This is an optimization exercise on Yosys and OpenROAD, whose aim is small area, not a production implementation. Only simulation tests tie the RTL to the original design; equivalence was not proved. No activity file was given, so power comes from the tool's default toggle rates.

== run 1 ==
==> flow/design.v <==
module fetch_btb #(
  parameter int ENTRIES = 16
) (
  input  logic        clk,
  input  logic        rst_n,
  input  logic [63:0] lookup_pc,
  output logic        taken,
  output logic [63:3] target,
  input  logic        upd,
  input  logic [63:0] upd_pc,
  input  logic [63:0] upd_target,
  input  logic        upd_taken
);
  localparam int IDX = $clog2(ENTRIES);
  localparam int TB = 3 + IDX;   
  logic [ENTRIES-1:0] mem_valid;
  logic [63:TB] mem_tag    [ENTRIES];
  logic [63:3]  mem_target [ENTRIES];
  logic [1:0]   mem_ctr    [ENTRIES];
  logic [IDX-1:0] li, ui;
  logic [63:TB] rd_tag, ur_tag;
  logic [1:0] rd_ctr, ur_ctr, ur_ctr_next;
  logic hit, u_hit;
  logic [ENTRIES-1:0] lsel, usel;
  logic [63:3] target_r;
  always_comb begin
    li = lookup_pc[3 +: IDX];
    ui = upd_pc[3 +: IDX];
    rd_tag = '0; rd_ctr = '0; target_r = '0; ur_tag = '0; ur_ctr = '0;
    for (int i = 0; i < ENTRIES; i++) begin
      lsel[i] = li == IDX'(i);
      usel[i] = ui == IDX'(i);
      rd_tag = rd_tag | ({(64-TB){lsel[i]}} & mem_tag[i]);
      rd_ctr = rd_ctr | ({2{lsel[i]}} & mem_ctr[i]);
      target_r = target_r | ({61{lsel[i]}} & mem_target[i]);
      ur_tag = ur_tag | ({(64-TB){usel[i]}} & mem_tag[i]);
      ur_ctr = ur_ctr | ({2{usel[i]}} & mem_ctr[i]);
    end
    target = target_r;
    hit = mem_valid[li] && rd_tag == lookup_pc[63:TB];
    u_hit = mem_valid[ui] && ur_tag == upd_pc[63:TB];
    taken = hit && rd_ctr[1];
    if (u_hit)
      ur_ctr_next = upd_taken ? (ur_ctr == 2'b11 ? ur_ctr : ur_ctr + 2'd1)
                              : (ur_ctr == 2'b00 ? ur_ctr : ur_ctr - 2'd1);
    else
      ur_ctr_next = 2'b10;
  end
  always_ff @(posedge clk or negedge rst_n) begin
    if (!rst_n) mem_valid <= '0;
    else if (upd && upd_taken) mem_valid[ui] <= 1'b1;
  end
  always_ff @(posedge clk) begin
    if (upd && upd_taken) begin
      mem_tag[ui] <= upd_pc[63:TB];
      mem_target[ui] <= upd_target[63:3];
    end
    if (upd && (u_hit || upd_taken)) mem_ctr[ui] <= ur_ctr_next;
  end
endmodule
module fetch
#(
  parameter logic [63:0] RESET_VECTOR = 64'h0,
  parameter int BTB_ENTRIES = 16,
  parameter int FIFO_DEPTH = 2
) (
  input  logic        clk,
  input  logic        rst_n,
  input  logic        stall_in,
  input  logic        flush_in,
  input  logic [63:0] redirect_pc_in,
  input  logic        btb_update_in,
  input  logic [63:0] btb_update_pc_in,
  input  logic [63:0] btb_update_target_in,
  input  logic        btb_update_taken_in,
  output logic        imem_req_valid_out,
  input  logic        imem_req_ready_in,
  output logic [63:0] imem_addr_out,
  input  logic        imem_resp_valid_in,
  input  logic [63:0] imem_resp_data_in,
  output logic        valid_out,
  output logic        bubble_out,
  output logic [63:0] pc_out,
  output logic [63:0] instr_out,
  output logic        branch_predicted_taken_out
);
  logic [63:3] fetch_pc, btb_target;
  logic outstanding, drop, btb_taken, req_fire, push, pop;
  logic [1:0] head, tail, out_slot, head_inc, tail_inc, tail_nxt;
  logic [1:0] count;
  logic [63:3] slot_pc    [3];
  logic [63:0] slot_instr [3];
  logic [2:0]  slot_pred;
  fetch_btb #(.ENTRIES(BTB_ENTRIES)) u_btb (
    .clk       (clk),
    .rst_n     (rst_n),
    .lookup_pc ({fetch_pc, 3'b000}),
    .taken     (btb_taken),
    .target    (btb_target),
    .upd       (btb_update_in),
    .upd_pc    (btb_update_pc_in),
    .upd_target(btb_update_target_in),
    .upd_taken (btb_update_taken_in)
  );
  always_comb begin
    head_inc = head == 2'd2 ? 2'd0 : head + 2'd1;
    tail_inc = tail == 2'd2 ? 2'd0 : tail + 2'd1;
    out_slot = head == 2'd0 ? 2'd2 : head - 2'd1;
    count = tail == head ? 2'd0 : tail == head_inc ? 2'd1 : 2'd2;
    pop = !stall_in && count != 2'd0;
    imem_req_valid_out = rst_n && !flush_in && (!outstanding || imem_resp_valid_in) &&
      ({1'b0, count} - {2'b0, pop} + {2'b0, outstanding} < 3'd2);
    imem_addr_out = {fetch_pc, 3'b000};
    req_fire = imem_req_valid_out && imem_req_ready_in;
    push = imem_resp_valid_in && outstanding && !drop && !flush_in;
    tail_nxt = push ? tail_inc : tail;
    bubble_out = !valid_out;
    pc_out = {slot_pc[out_slot], 3'b000};
    instr_out = slot_instr[out_slot];
    branch_predicted_taken_out = slot_pred[out_slot];
  end
  always_ff @(posedge clk or negedge rst_n) begin
    if (!rst_n) begin
      fetch_pc <= RESET_VECTOR[63:3];
      outstanding <= 1'b0;
      drop <= 1'b0;
      head <= 2'd0;
      tail <= 2'd0;
      valid_out <= 1'b0;
    end else if (flush_in) begin
      fetch_pc <= redirect_pc_in[63:3];
      outstanding <= outstanding && !imem_resp_valid_in;
      drop <= outstanding && !imem_resp_valid_in;
      head <= 2'd0;
      tail <= 2'd0;
      valid_out <= 1'b0;
    end else begin
      if (imem_resp_valid_in && outstanding) begin
        outstanding <= 1'b0;
        drop <= 1'b0;
      end
      if (req_fire) begin
        outstanding <= 1'b1;
        fetch_pc <= btb_taken ? btb_target : fetch_pc + 61'd1;
      end
      tail <= tail_nxt;
      if (pop) head <= head_inc;
      if (!stall_in) valid_out <= pop;
    end
  end
  always_ff @(posedge clk) begin
    if (req_fire) begin
      slot_pc[tail_nxt] <= fetch_pc;
      slot_pred[tail_nxt] <= btb_taken;
    end
    if (push) slot_instr[tail] <= imem_resp_data_in;
  end
endmodule
Settings: LEC_CHECK=0, CAP_MARGIN=20, CORE_MARGIN=2, CORE_UTILIZATION=50, SLEW_MARGIN=20; clock period 7.5 ns.
standard.sh (not shown) runs the stock make flow with config.mk's settings and CLKGATE_MAP_FILE= SYNTH_SCRIPT=/design/flow/synth_recipe.tcl, a recipe that flattens the netlist after the stock synthesis.
==> flow/flow/run.sh <==
#!/bin/bash
# The standard layout (standard.sh), with these changes made through ORFS variables:
# - synthesis maps logic with an area-recovering ABC script (flow/synth_area.tcl);
# - port buffers use the smallest buffer cell (every port still gets one);
# - CTS builds larger sink clusters and inserts no dummy balancing loads.
# make's full output goes to flow_make.log here; ORFS keeps each tool's log under orfs/logs/.
set -euo pipefail
here=$(pwd)
export AREA_ABC_SCRIPT=$here/flow/area.abc
export FLOW_SYNTH_TCL=$here/synth_recipe.tcl
bash standard.sh \
  "SYNTH_SCRIPT=$here/flow/synth_area.tcl" \
  "BUFFER_PORTS_ARGS=-buffer_cell sky130_fd_sc_hd__buf_1" \
  "CTS_ARGS=-sink_clustering_enable -repair_clock_nets -dont_use_dummy_load -sink_clustering_size 30 -sink_clustering_max_diameter 80" \
  finish > flow_make.log 2>&1
==> flow/flow/area.abc <==
&get -n
&st
&dch
&nf -R 1000
&st
&dch -f
&nf -R 1000
&st
&dch -f
&nf -R 1000
&put
==> flow/flow/synth_area.tcl <==
# The standard flow's synthesis (synth_recipe.tcl, sourced unchanged), except that its one abc call maps with
# an area-recovering ABC script (flow/area.abc) in place of ORFS's speed script. Flip-flops are
# mapped by dfflibmap before abc runs, so the registers are those of the standard synthesis.
proc abc {args} {
  set i [lsearch -exact $args -script]
  if { $i >= 0 } { lset args [expr { $i + 1 }] $::env(AREA_ABC_SCRIPT) }
  yosys abc {*}$args
}
source $::env(FLOW_SYNTH_TCL)
Modified inputs, run 2 compared to run 1
# run 1
export LEC_CHECK = 0
export CAP_MARGIN = 20
export CORE_MARGIN = 2
export CORE_UTILIZATION = 50
export SLEW_MARGIN = 20
create_clock -name core_clock -period 7.5 [get_ports {clk}]
# run 2
export LEC_CHECK = 0
export CAP_MARGIN = 20
export CORE_MARGIN = 2
export CORE_UTILIZATION = 30
export SLEW_MARGIN = 20
create_clock -name core_clock -period 7.5 [get_ports {clk}]
==> flow/run.sh (new file) <==
#!/bin/bash
# synth_recipe.tcl (not shown) runs the flow's synth.tcl, then flattens the netlist and writes it again
# the make line also repeats each setting of config.mk as NAME=value (left out here)
make -C /OpenROAD-flow-scripts/flow DESIGN_CONFIG=/design/flow/config.mk WORK_HOME=/design/flow/orfs CLKGATE_MAP_FILE= SYNTH_SCRIPT=/design/flow/synth_recipe.tcl finish
removed: flow/flow/run.sh
removed: flow/flow/area.abc
removed: flow/flow/synth_area.tcl
removed: flow/standard.sh
[summary]
The multi-input combinational cell area number comes out higher for run 2 vs run 1. Diff run 1 -> run 2: sum of routed wire segments on met1 increased 16%, mean cell area of the mapped netlist decreased about 7%. The setup slack of run 2 was superior to that of run 1. Cmp run 2 vs run 1: register-to-register slack higher in run 2. Summary of run 2 over run 1: first-pass GRT wire length went up by 16%, total power went up by about 24%, CTS clock-pin slew for the worst setup and hold paths was more or less identical, simple logic cell fraction of the synthesized area went down by 1.2 points.
--- input diff run 2..run 3 ---
# run 2
export LEC_CHECK = 0
export CAP_MARGIN = 20
export CORE_MARGIN = 2
export CORE_UTILIZATION = 30
export SLEW_MARGIN = 20
create_clock -name core_clock -period 7.5 [get_ports {clk}]
# run 3
export LEC_CHECK = 0
export CAP_MARGIN = 20
export CORE_MARGIN = 2
export CORE_UTILIZATION = 50
export SLEW_MARGIN = 20
create_clock -name core_clock -period 7.5 [get_ports {clk}]
==> flow/flow/run.sh (new file) <==
#!/bin/bash
# The standard layout, with two changes made through ORFS variables:
# - port buffers use the smallest buffer cell (every port still gets one);
# - CTS builds larger sink clusters and inserts no dummy balancing loads.
set -euo pipefail
bash standard.sh \
  "BUFFER_PORTS_ARGS=-buffer_cell sky130_fd_sc_hd__buf_1" \
  "CTS_ARGS=-sink_clustering_enable -repair_clock_nets -dont_use_dummy_load -sink_clustering_size 30 -sink_clustering_max_diameter 80" \
  finish > flow_make.log 2>&1
==> flow/standard.sh (new file) <==
#!/bin/bash
# synth_recipe.tcl (not shown) runs the flow's synth.tcl, then flattens the netlist and writes it again
# the make line also repeats each setting of config.mk as NAME=value (left out here)
make -C /OpenROAD-flow-scripts/flow DESIGN_CONFIG=/design/flow/config.mk WORK_HOME=/design/flow/orfs CLKGATE_MAP_FILE= SYNTH_SCRIPT=/design/flow/synth_recipe.tcl "${@:-finish}"
removed: flow/run.sh
Findings:
In run 3 the proportion of power drawn by combinational gates turned out 2.0 points higher than in run 2. Looking at post-placement setup slack, run 3 sits above run 2. Routability congestion estimate | run 3 above run 2. Comparing run 3 and run 2, number of buffers on the longest clock path is lower on run 3. Run 3 vs run 2, end point of the critical path: u_btb.mem_ctr[11][1] vs u_btb.mem_ctr[15][1].
--- input diff run 3..run 4 ---
# run 3
export LEC_CHECK = 0
export CAP_MARGIN = 20
export CORE_MARGIN = 2
export CORE_UTILIZATION = 50
export SLEW_MARGIN = 20
create_clock -name core_clock -period 7.5 [get_ports {clk}]
# run 4
export LEC_CHECK = 0
export CAP_MARGIN = 20
export CORE_MARGIN = 2
export CORE_UTILIZATION = 70
export SLEW_MARGIN = 20
create_clock -name core_clock -period 7.5 [get_ports {clk}]
--- a/flow/flow/run.sh
+++ b/flow/flow/run.sh
@@ -1,7 +1,13 @@
 #!/bin/bash
-# The standard layout, with two changes made through ORFS variables:
+# The standard layout (standard.sh), with these changes made through ORFS variables:
+# - synthesis maps logic with an area-recovering ABC script (flow/synth_area.tcl);
 # - port buffers use the smallest buffer cell (every port still gets one);
 # - CTS builds larger sink clusters and inserts no dummy balancing loads.
+# make's full output goes to flow_make.log here; ORFS keeps each tool's log under orfs/logs/.
 set -euo pipefail
+here=$(pwd)
+export AREA_ABC_SCRIPT=$here/flow/area.abc
+export FLOW_SYNTH_TCL=$here/synth_recipe.tcl
 bash standard.sh \
+  "SYNTH_SCRIPT=$here/flow/synth_area.tcl" \
   "BUFFER_PORTS_ARGS=-buffer_cell sky130_fd_sc_hd__buf_1" \
==> flow/flow/area.abc (new file) <==
&get -n
&st
&dch
&nf -R 1000
&st
&dch -f
&nf -R 1000
&st
&dch -f
&nf -R 1000
&put
==> flow/flow/synth_area.tcl (new file) <==
# The standard flow's synthesis (synth_recipe.tcl, sourced unchanged), except that its one abc call maps with
# an area-recovering ABC script (flow/area.abc) in place of ORFS's speed script. Flip-flops are
# mapped by dfflibmap before abc runs, so the registers are those of the standard synthesis.
proc abc {args} {
  set i [lsearch -exact $args -script]
  if { $i >= 0 } { lset args [expr { $i + 1 }] $::env(AREA_ABC_SCRIPT) }
  yosys abc {*}$args
}
source $::env(FLOW_SYNTH_TCL)
When run 4 is set beside run 3, its core outline area turns out to be 64000 µm² smaller. Run 3 -> run 4: global-route wire length before repair decreased by more than 10%. The post-synthesis compound-gate area fraction of run 4 falls short of that of run 3 by 1.1 points. Run 4 vs. run 3: worst setup slack went down by 550 ps. Changes observed in run 4 relative to run 3: wire length after detailed routing shows a reduction of about 12%; post-layout minimum cycle time shows an increase of 550 ps; part of the total power dissipated in sequential elements shows an increase of 3.5 points. The met1 wire length of run 4 falls short of that of run 3 by 32 mm.

-- port drivers added, routing unchanged --
How much do the figures lean on ideal ports? The routed layouts below were timed once more, with nothing changed but the port constraints.
Step 1 assumes that a clkbuf_16 drives the clock port and a buf_2 every other input.
Step 2 times the ports against the registers' clock, not the clock port: input delays grow and output delays shrink by t, the midpoint of the rising clock arrivals with the driver on.
Slacks: ideal / step 1 / step 2; pairs: ideal / step 1.
run | t, ns | slack for setup (ns) | slew at the worst register clock pin (ns)
run 1 | 0.881 | 0.250 / 0.263 / -0.617 | 0.12 / 0.12
run 2 | 0.984 | 1.135 / 1.169 / 0.201 | 0.07 / 0.07
run 3 | 0.875 | 1.348 / 1.423 / 0.548 | 0.11 / 0.11
run 4 | 0.839 | 0.794 / 0.856 / 0.017 | 0.12 / 0.12
Met with ideal ports but missed after step 2: setup timing in run 1. The setup slack of run 2, which loses most, moves by +0.034 ns with the drivers and by -0.934 ns with both steps.
